This is an optimization exercise on Yosys and OpenROAD, whose aim is small area, a short achievable clock period and few clock cycles per item, not a production implementation.
RTL that was checked went through simulation tests only; none was proved equivalent to the original.

Design moving_average_deviation_alarm, start of the top module:
module moving_average_deviation_alarm #(
  parameter int WINDOW_SIZE = mada_pkg::WINDOW_SIZE_DEFAULT
) (
  input  logic        clk,
  input  logic        rst,
  input  logic        in_valid,
  output logic        in_stall,
  input  logic [11:0] sample,
  output logic        out_valid,
  input  logic        out_stall,
  output logic [11:0] average,
  output logic [11:0] deviation,
  output logic        alarm,
  output logic        report_due,
  output logic        initialized,
  input  logic        cfg_valid,
  output logic        cfg_ready,
  input  logic [3:0]  cfg_index,
  input  logic [11:0] cfg_data
);
For scale: ~1800 cells after synthesis, about 480 flip-flops, ~63 I/O pins, ~0.023 mm^2 of cells after synthesis.
Settings: LEC_CHECK=0, CAP_MARGIN=20, CORE_MARGIN=2, CORE_UTILIZATION=65, CTS_CLUSTER_DIAMETER=80, CTS_CLUSTER_SIZE=30, SETUP_SLACK_MARGIN=2.7, SLEW_MARGIN=20; clock period 5.5 ns.
standard.sh (not shown) runs the stock make flow with config.mk's settings and CLKGATE_MAP_FILE= SYNTH_SCRIPT=/design/flow/synth_recipe.tcl, a recipe that flattens the netlist after the stock synthesis.
==> flow/flow/run.sh <==
#!/bin/bash
# The standard layout (standard.sh: ORFS synthesis to finish), except that
# buffer_ports puts sky130_fd_sc_hd__buf_2 cells on the input and output ports
# instead of its default choice (sky130_fd_sc_hd__clkdlybuf4s50_1).
# make's full output goes to standard.log; ORFS keeps each step's log under
# orfs/logs/.
set -o pipefail
export BUFFER_PORTS_ARGS="-buffer_cell sky130_fd_sc_hd__buf_2"
bash standard.sh > standard.log 2>&1
==> next run, changes <==
--- a/flow/design.v
+++ b/flow/design.v
@@ -137,15 +137,12 @@
   assign rn    = cn ? 5'(rx + 7'sd20) : (cp ? 5'(rx - 7'sd20) : rx[4:0]);
   logic [8:0]        xm, x0;
   logic              junkx;
   assign xm    = {1'b0, q1} + {1'b1, ~wq[19]};
   assign {x0, junkx} = {1'b0, q1, 1'b1} + {1'b1, ~wq[19], 1'b1};
   assign x1    = cn ? xm : x0;
-  logic [12:0] sb1x, pre1;
-  assign sb1x = {1'b0, ~s1[11], s1[10:0]};
-  assign pre1 = fill ? sb1x : sb1x - {5'd0, q1} + {5'd0, wq[19]};
   always_ff @(posedge clk) begin
     if (push) begin
       wq[0] <= q1;
       wr[0] <= r1;
       for (int i = 1; i < 19; i++) begin
         wq[i] <= wq[i-1];
@@ -169,71 +166,78 @@
         R <= rn;
         if (!kfull) kcnt <= kcnt + 5'd1;
         if (kcnt == 5'd18) kfull <= 1'b1;
       end
     end
   end
-  logic        v2, fill2, upd2, cp2, cn2, sz2;
+  logic        v2, fill2, upd2, cp2;
   logic [8:0]  x2;
-  logic [12:0] pre2;
+  logic [11:0] s2;
   logic [11:0] Q, qn, qu;
   logic        junkqu;
-  logic [12:0] dq;
   assign {qu, junkqu} = {Q, cp2} + {{3{x2[8]}}, x2, cp2};
-  assign qn = fill2 ? pre2[11:0] : (upd2 ? qu : Q);
-  assign dq = pre2 + {1'b1, ~Q} + {11'd0, cn2, !cn2 && !cp2};
+  assign qn = fill2 ? {~s2[11], s2[10:0]} : (upd2 ? qu : Q);
   always_ff @(posedge clk) begin
     if (rst) v2 <= 1'b0;
     else if (adv) v2 <= v1;
   end
   always_ff @(posedge clk) begin
     if (adv) begin
       fill2 <= fill;
       upd2  <= upd;
       x2    <= x1;
       cp2   <= cp;
-      cn2   <= cn;
-      pre2  <= pre1;
-      sz2   <= (s1 == 12'd0);
+      s2    <= s1;
     end
   end
   always_ff @(posedge clk) begin
     if (adv) begin
       Q <= qn;
     end
   end
-  logic        v3, upd3, fill3, corr, sz3;
-  logic [12:0] d3;
+  logic        v3, upd3, fill3, corr;
+  logic [11:0] s3;
+  logic [12:0] nsb3;
   always_ff @(posedge clk) begin
     if (rst) v3 <= 1'b0;
     else if (adv) v3 <= v2;
   end
   always_ff @(posedge clk) begin
     if (adv) begin
       upd3  <= upd2;
-      d3    <= dq;
-      sz3   <= sz2;
+      s3    <= s2;
+      nsb3  <= 13'd0 - {1'b0, ~s2[11], s2[10:0]};
       fill3 <= fill2;
       corr  <= !qn[11] && (R != 5'd0);
     end
   end
-  logic        zero, thr0, junkv, ge1, ge2;
-  logic [11:0] avgb;
-  logic [12:0] dm, dn;
+  logic        zero, thr0, junk0, junk1, junk2, junk3;
+  logic [11:0] sb3, avgb;
+  logic [12:0] dpos, dng;
   logic [11:0] dev;
-  logic [13:0] vv, ww;
+  logic [13:0] ua, ub, uc, s1v, c1v, t1;
+  logic [13:0] va, vb, vc, s2v, c2v, t2;
+  assign sb3  = {~s3[11], s3[10:0]};
   assign avgb = Q + {11'd0, corr};
-  assign dm   = d3 + {13{corr}};
-  assign dn   = ~d3 + {11'd0, corr, !corr};
+  assign {dpos, junk0} = {1'b0, sb3, 1'b1} + {1'b1, ~Q, !corr};
+  assign {dng, junk3}  = {1'b0, Q, corr} + {nsb3, corr};
   assign thr0 = (thr == 12'd0);
-  assign zero = !upd3 || sz3 || (Q == 12'h800 && !corr) || (Q == 12'h7FF && corr);
-  assign dev  = zero ? 12'd0 : (dm[12] ? dn[11:0] : dm[11:0]);
-  assign {vv, junkv} = {d3[12], d3, 1'b1} + {2'b11, ~thr, !corr};
-  assign ww   = {d3[12], d3} + {2'b00, thr};
-  assign ge1  = !vv[13];
-  assign ge2  = ww[13] || (ww[13:1] == 13'd0 && (corr || !ww[0]));
+  assign zero = !upd3 || (s3 == 12'd0) || (Q == 12'h800 && !corr) || (Q == 12'h7FF && corr);
+  assign dev  = zero ? 12'd0 : (dpos[12] ? dng[11:0] : dpos[11:0]);
+  assign ua  = {2'b00, sb3};
+  assign ub  = {2'b11, ~Q};
+  assign uc  = {2'b11, ~thr};
+  assign s1v = ua ^ ub ^ uc;
+  assign c1v = (ua & ub) | (ua & uc) | (ub & uc);
+  assign {t1, junk1} = {s1v, 1'b1} + {c1v[12:0], !corr, 1'b1};
+  assign va  = {2'b00, Q};
+  assign vb  = {nsb3[12], nsb3};
+  assign vc  = {2'b11, ~thr};
+  assign s2v = va ^ vb ^ vc;
+  assign c2v = (va & vb) | (va & vc) | (vb & vc);
+  assign {t2, junk2} = {s2v, corr} + {c2v[12:0], 1'b1, corr};
   logic [7:0] cnt;
   logic       rep;
   assign rep = (cnt >= per);
   always_ff @(posedge clk) begin
     if (rst) cnt <= 8'd0;
     else if (adv && v3) cnt <= rep ? 8'd1 : cnt + 8'd1;
@@ -243,12 +247,12 @@
     else if (adv) out_valid <= v3;
   end
   always_ff @(posedge clk) begin
     if (adv) begin
       average     <= upd3 ? (avgb ^ 12'h800) : 12'd0;
       deviation   <= dev;
-      alarm       <= thr0 || (!zero && (ge1 || ge2));
+      alarm       <= thr0 || (!zero && (!t1[13] || !t2[13]));
       report_due  <= rep;
       initialized <= upd3 || fill3;
     end
   end
 endmodule
Final cell count falls by 7.2%.
Maximum frequency rises by 17%.
Routed wire length falls by 8.9%.
Register-to-register slack improves by 0.46 ns.
Die area falls by 1.9%.
Testbench counts after the change, summed over its fixed seeds: cycles 3,240, items 3,200.
Only the layout flow was run in the first run of this note; the RTL was not checked for function there.

[static timing again, ports no longer ideal]
How much do the figures lean on ideal ports? The routed layouts below were timed once more, with nothing changed but the port constraints.
Step 1 sets driving cells, clkbuf_16 on the clock port and buf_2 on the other inputs (assumed; they add their load-dependent delay and slew).
Step 2 adds t to the input delays and takes it off the output delays; t is the mean of the earliest and latest rising clock arrival at the registers after step 1. Input paths then give back, and output paths get back, about the clock's delay inside the block.
a / b / c = ideal / step 1 / step 2; a / b = the first two.
| run | shift t [ns] | setup slack, ns | worst setup path at the end | slew at the worst register clock pin (ns) | worst data-port slew with drivers (ns) |
|---|---|---|---|---|---|
| the first run | 0.601 | 2.292 / 2.292 / 2.290 | input to register | 0.11 / 0.11 | 0.03 |
| the second run | 0.627 | 2.755 / 2.755 / 2.296 | input to register | 0.11 / 0.11 | 0.04 |
After both steps setup and hold are still met in every run listed. For the second run, which loses most, drivers alone change the setup slack by 0.000 ns; drivers and shift together by -0.459 ns.
